What follows belongs to an exercise in optimizing a design on an open flow for a short achievable clock period; a production flow would make more cautious choices.
At most, simulation tests tie the RTL to the original design; equivalence was not proved.
No activity file was given, so power comes from the tool's default toggle rates.

== main ==
==> flow/design.v <==
package bp_pkg;
   typedef enum logic [1:0] {
      STRONG_NT = 2'b00,
      WEAK_NT   = 2'b01,
      WEAK_T    = 2'b10,
      STRONG_T  = 2'b11
   } counter_t;
   localparam logic [31:0] STAT_MAX = 32'hFFFF_FFFF;
   function automatic counter_t sat_next(counter_t c, logic taken);
      counter_t n;
      n = c;
      case (c)
         bp_pkg::STRONG_NT: n = taken ? bp_pkg::WEAK_NT  : bp_pkg::STRONG_NT;
         bp_pkg::WEAK_NT:   n = taken ? bp_pkg::WEAK_T   : bp_pkg::STRONG_NT;
         bp_pkg::WEAK_T:    n = taken ? bp_pkg::STRONG_T : bp_pkg::WEAK_NT;
         bp_pkg::STRONG_T:  n = taken ? bp_pkg::STRONG_T : bp_pkg::WEAK_T;
         default:   n = bp_pkg::STRONG_NT;
      endcase
      sat_next = n;
   endfunction
endpackage
module bp_xnor2 (input logic a, b, output logic y);
   assign y = ~(a ^ b);
endmodule
module bp_nand4 (input logic a, b, c, d, output logic y);
   assign y = ~(a & b & c & d);
endmodule
module bp_nand3 (input logic a, b, c, output logic y);
   assign y = ~(a & b & c);
endmodule
module bp_nor4 (input logic a, b, c, d, output logic y);
   assign y = ~(a | b | c | d);
endmodule
module bp_nor3 (input logic a, b, c, output logic y);
   assign y = ~(a | b | c);
endmodule
module bp_a22oi (input logic a1, a2, b1, b2, output logic y);
   assign y = ~((a1 & a2) | (b1 & b2));
endmodule
module bp_or2 (input logic a, b, output logic y);
   assign y = a | b;
endmodule
module bp_o21a (input logic a1, a2, b, output logic y);
   assign y = (a1 | a2) & b;
endmodule
module bp_dec2 (input logic [1:0] a, output logic [3:0] y);
   assign y[0] = ~a[1] & ~a[0];
   assign y[1] = ~a[1] &  a[0];
   assign y[2] =  a[1] & ~a[0];
   assign y[3] =  a[1] &  a[0];
endmodule
module bp_and2 (input logic a, b, output logic y);
   assign y = a & b;
endmodule
module bp_nand2 (input logic a, b, output logic y);
   assign y = ~(a & b);
endmodule
module br_predictor_btb
#(
   parameter  int ENTRIES = 16,
   parameter  int HIST_W  = 4,
   localparam int IDX_W   = $clog2(ENTRIES)
) (
   input  logic              CLK,
   input  logic              nRST,
   input  logic [31:0]       lookup_pc,
   output logic              hit,
   output logic              predict,
   output logic [31:0]       pred_target,
   output logic [HIST_W-1:0] pred_hist,
   input  logic              pc_en,
   input  logic              upd_valid,
   input  logic [31:0]       upd_pc,
   input  logic              upd_taken,
   input  logic [31:0]       upd_target,
   input  logic              upd_pred,
   input  logic [HIST_W-1:0] upd_hist,
   output logic [31:0]       br_count,
   output logic [31:0]       mispred_count
);
   localparam int TAG_W = 32 - IDX_W - 2;    
   localparam int NGRP  = (TAG_W + 2 + 3) / 4;   
   logic [ENTRIES-1:0] valid;
   logic [TAG_W-1:0]   tags    [ENTRIES];
   logic [31:0]        targets [ENTRIES];
   logic [1:0]         ctr     [ENTRIES];
   logic [IDX_W-1:0]   l_idx, u_idx;
   logic [TAG_W-1:0]   l_tag, u_tag;
   logic               upd;
   assign l_idx = lookup_pc[IDX_W+1:2];
   assign l_tag = lookup_pc[31:IDX_W+2];
   assign u_idx = upd_pc[IDX_W+1:2];
   assign u_tag = upd_pc[31:IDX_W+2];
   assign upd = upd_valid & pc_en;
   logic [3:0]         l_dlo, l_dhi;
   logic [ENTRIES-1:0] l_vd;
   logic [ENTRIES-1:0] l_a, l_b;   
   bp_dec2 u_dlo (.a(l_idx[1:0]), .y(l_dlo));
   bp_dec2 u_dhi (.a(l_idx[3:2]), .y(l_dhi));
   for (genvar i = 0; i < ENTRIES; i++) begin : g_lk
      logic [4*NGRP-1:0] e;       
      logic [NGRP-1:0]   n;
      for (genvar k = 0; k < TAG_W; k++) begin : g_x
         bp_xnor2 u_x (.a(l_tag[k]), .b(tags[i][k]), .y(e[k]));
      end
      bp_and2 u_vd (.a(valid[i]), .b(l_dlo[i%4]), .y(l_vd[i]));
      assign e[TAG_W]   = l_vd[i];
      assign e[TAG_W+1] = l_dhi[i/4];
      for (genvar g = 0; g < NGRP; g++) begin : g_n
         bp_nand4 u_n (.a(e[4*g]), .b(e[4*g+1]), .c(e[4*g+2]), .d(e[4*g+3]), .y(n[g]));
      end
      bp_nor4 u_a (.a(n[0]), .b(n[1]), .c(n[2]), .d(n[3]), .y(l_a[i]));
      bp_nor3 u_b (.a(n[4]), .b(n[5]), .c(n[6]), .y(l_b[i]));
   end
   localparam int NCOPY = 2;
   logic [NCOPY-1:0] h0, h1;
   for (genvar c = 0; c < NCOPY; c++) begin : g_cp
      logic [ENTRIES/2-1:0] pair_n;   
      for (genvar p = 0; p < ENTRIES/2; p++) begin : g_pr
         bp_a22oi u_p (.a1(l_a[2*p]), .a2(l_b[2*p]), .b1(l_a[2*p+1]), .b2(l_b[2*p+1]),
                       .y(pair_n[p]));
      end
      bp_nand4 u_h0 (.a(pair_n[0]), .b(pair_n[1]), .c(pair_n[2]), .d(pair_n[3]), .y(h0[c]));
      bp_nand4 u_h1 (.a(pair_n[4]), .b(pair_n[5]), .c(pair_n[6]), .d(pair_n[7]), .y(h1[c]));
   end
   logic [3:0]  m_dlo, m_dhi;
   logic [32:0] l_rd;    
   logic [31:0] l_tgt;
   logic [1:0]  l_ctr;
   bp_dec2 u_mlo (.a(l_idx[1:0]), .y(m_dlo));
   bp_dec2 u_mhi (.a(l_idx[3:2]), .y(m_dhi));
   for (genvar b = 0; b < 33; b++) begin : g_mx
      logic [ENTRIES-1:0] d;
      logic [3:0]         gv;
      logic [1:0]         y;
      for (genvar i = 0; i < ENTRIES; i++) begin : g_d
         assign d[i] = (b == 32) ? ctr[i][1] : targets[i][b];
      end
      for (genvar q = 0; q < 4; q++) begin : g_q
         logic [1:0] x;
         bp_a22oi u_x0 (.a1(m_dlo[0]), .a2(d[4*q]),   .b1(m_dlo[1]), .b2(d[4*q+1]), .y(x[0]));
         bp_a22oi u_x1 (.a1(m_dlo[2]), .a2(d[4*q+2]), .b1(m_dlo[3]), .b2(d[4*q+3]), .y(x[1]));
         bp_nand2 u_g  (.a(x[0]), .b(x[1]), .y(gv[q]));
      end
      bp_a22oi u_y0 (.a1(m_dhi[0]), .a2(gv[0]), .b1(m_dhi[1]), .b2(gv[1]), .y(y[0]));
      bp_a22oi u_y1 (.a1(m_dhi[2]), .a2(gv[2]), .b1(m_dhi[3]), .b2(gv[3]), .y(y[1]));
      bp_nand2 u_m  (.a(y[0]), .b(y[1]), .y(l_rd[b]));
   end
   assign l_tgt    = l_rd[31:0];
   assign l_ctr[1] = l_rd[32];
   assign l_ctr[0] = 1'b0;    
   bp_or2  u_hitg (.a(h0[0]), .b(h1[0]), .y(hit));
   bp_o21a u_pred (.a1(h0[NCOPY-1]), .a2(h1[NCOPY-1]), .b(l_ctr[1]), .y(predict));
   for (genvar b = 0; b < 32; b++) begin : g_tg
      bp_o21a u_t (.a1(h0[b/(32/NCOPY)]), .a2(h1[b/(32/NCOPY)]), .b(l_tgt[b]), .y(pred_target[b]));
   end
   assign pred_hist = '0;
   logic [ENTRIES-1:0] u_sel, u_hit, u_alloc, u_tgt_we;
   always_comb begin
      for (int i = 0; i < ENTRIES; i++) begin
         u_sel[i]    = upd && (u_idx == IDX_W'(i));
         u_hit[i]    = valid[i] && (tags[i] == u_tag);
         u_alloc[i]  = u_sel[i] & ~u_hit[i];
         u_tgt_we[i] = u_sel[i] & (~u_hit[i] | upd_taken);
      end
   end
   always_ff @(posedge CLK or negedge nRST) begin
      if (!nRST) valid <= '0;
      else       valid <= valid | u_alloc;
   end
   always_ff @(posedge CLK) begin
      for (int i = 0; i < ENTRIES; i++) begin
         if (u_alloc[i])  tags[i]    <= u_tag;
         if (u_tgt_we[i]) targets[i] <= upd_target;
         if (u_sel[i]) begin
            if (!u_hit[i]) ctr[i] <= upd_taken ? bp_pkg::WEAK_T : bp_pkg::WEAK_NT;
            else           ctr[i] <= bp_pkg::sat_next(bp_pkg::counter_t'(ctr[i]), upd_taken);
         end
      end
   end
   logic unused_bits;
   assign unused_bits = ^{lookup_pc[1:0], upd_pc[1:0], upd_hist};
   always_ff @(posedge CLK or negedge nRST) begin
      if (!nRST) begin
         br_count      <= '0;
         mispred_count <= '0;
      end else if (upd) begin
         if (br_count != bp_pkg::STAT_MAX) br_count <= br_count + 32'd1;
         if ((upd_pred != upd_taken) && (mispred_count != bp_pkg::STAT_MAX))
            mispred_count <= mispred_count + 32'd1;
      end
   end
endmodule
clock: 7.0 ns
lec_check: 0
cap_margin: 20
core_margin: 2
core_utilization: 40
setup_slack_margin: 3.5
slew_margin: 20
synth_hierarchical: 1
tns_end_percent: 10
standard.sh (not shown) runs the stock make flow with config.mk's settings and CLKGATE_MAP_FILE= SYNTH_SCRIPT=/design/flow/synth_recipe.tcl, a recipe that flattens the netlist after the stock synthesis.
==> flow/flow/run.sh <==
#!/bin/bash
# The standard layout, with the lookup's pins grouped on one stretch of the
# top edge (flow/io.tcl, read by ORFS's floorplan step through IO_CONSTRAINTS)
# and timing-driven global placement weighting its critical nets harder.
set -euo pipefail
cd "$(dirname "$0")/.."
bash standard.sh "IO_CONSTRAINTS=$PWD/flow/io.tcl" \
  "GLOBAL_PLACEMENT_ARGS=-timing_driven_net_weight_max 8 -timing_driven_nets_percentage 15" \
  finish > standard.log 2>&1
Other scripts of this flow, unchanged in this note and not shown: flow/flow/io.tcl
main ended with every stage complete and zero timing, DRC or antenna violations.
What the feature branch does differently from main at the input level:
diff --git a/flow/design.v b/flow/design.v
--- a/flow/design.v
+++ b/flow/design.v
@@ -110,11 +110,11 @@
          bp_nand4 u_n (.a(e[4*g]), .b(e[4*g+1]), .c(e[4*g+2]), .d(e[4*g+3]), .y(n[g]));
       end
       bp_nor4 u_a (.a(n[0]), .b(n[1]), .c(n[2]), .d(n[3]), .y(l_a[i]));
       bp_nor3 u_b (.a(n[4]), .b(n[5]), .c(n[6]), .y(l_b[i]));
    end
-   localparam int NCOPY = 2;
+   localparam int NCOPY = 4;
    logic [NCOPY-1:0] h0, h1;
    for (genvar c = 0; c < NCOPY; c++) begin : g_cp
       logic [ENTRIES/2-1:0] pair_n;   
       for (genvar p = 0; p < ENTRIES/2; p++) begin : g_pr
          bp_a22oi u_p (.a1(l_a[2*p]), .a2(l_b[2*p]), .b1(l_a[2*p+1]), .b2(l_b[2*p+1]),
Results
The feature branch and main ended up with nearly the same fraction of area in clock buffers and inverters. Per the comparison of the feature branch with main, utilization has increased; count of clock-buffer cells in the layout now larger; post-synthesis average cell area was more or less identical; clock skew after layout increased 0.012 ns; power density over the cells has decreased. For the combined area of the multi-input logic cells, the feature branch came in about 2.4% higher than main did. Global-route usage on the feature branch is up relative to main.
The RTL of main was laid out without a check of its function.

==> afterwards: timing with drivers on the ports <==
In the flow no input, the clock included, has a driving cell. The finished layouts below were timed again as built, in two steps. Step 1 sets driving cells, clkbuf_16 on the clock port and buf_2 on the other inputs (assumed; they add their load-dependent delay and slew). Step 2, shift: input delay + t, output delay - t, t = (earliest + latest rising clock arrival at the registers) / 2. This alone moves slack from input paths to output paths. Three values: ideal, step 1, step 2; two values: the first two.
run	shift t [ns]	setup slack, ns	worst slew at a driven data input, ns	pins driven straight from the clock port
main	0.795	2.141 / 2.060 / 2.060	0.17	1
the feature branch	0.782	2.237 / 2.152 / 2.007	0.20	1
After both steps every run listed still meets setup and hold. The setup slack of the feature branch, which loses most, moves by -0.085 ns with the drivers and by -0.230 ns with both steps.
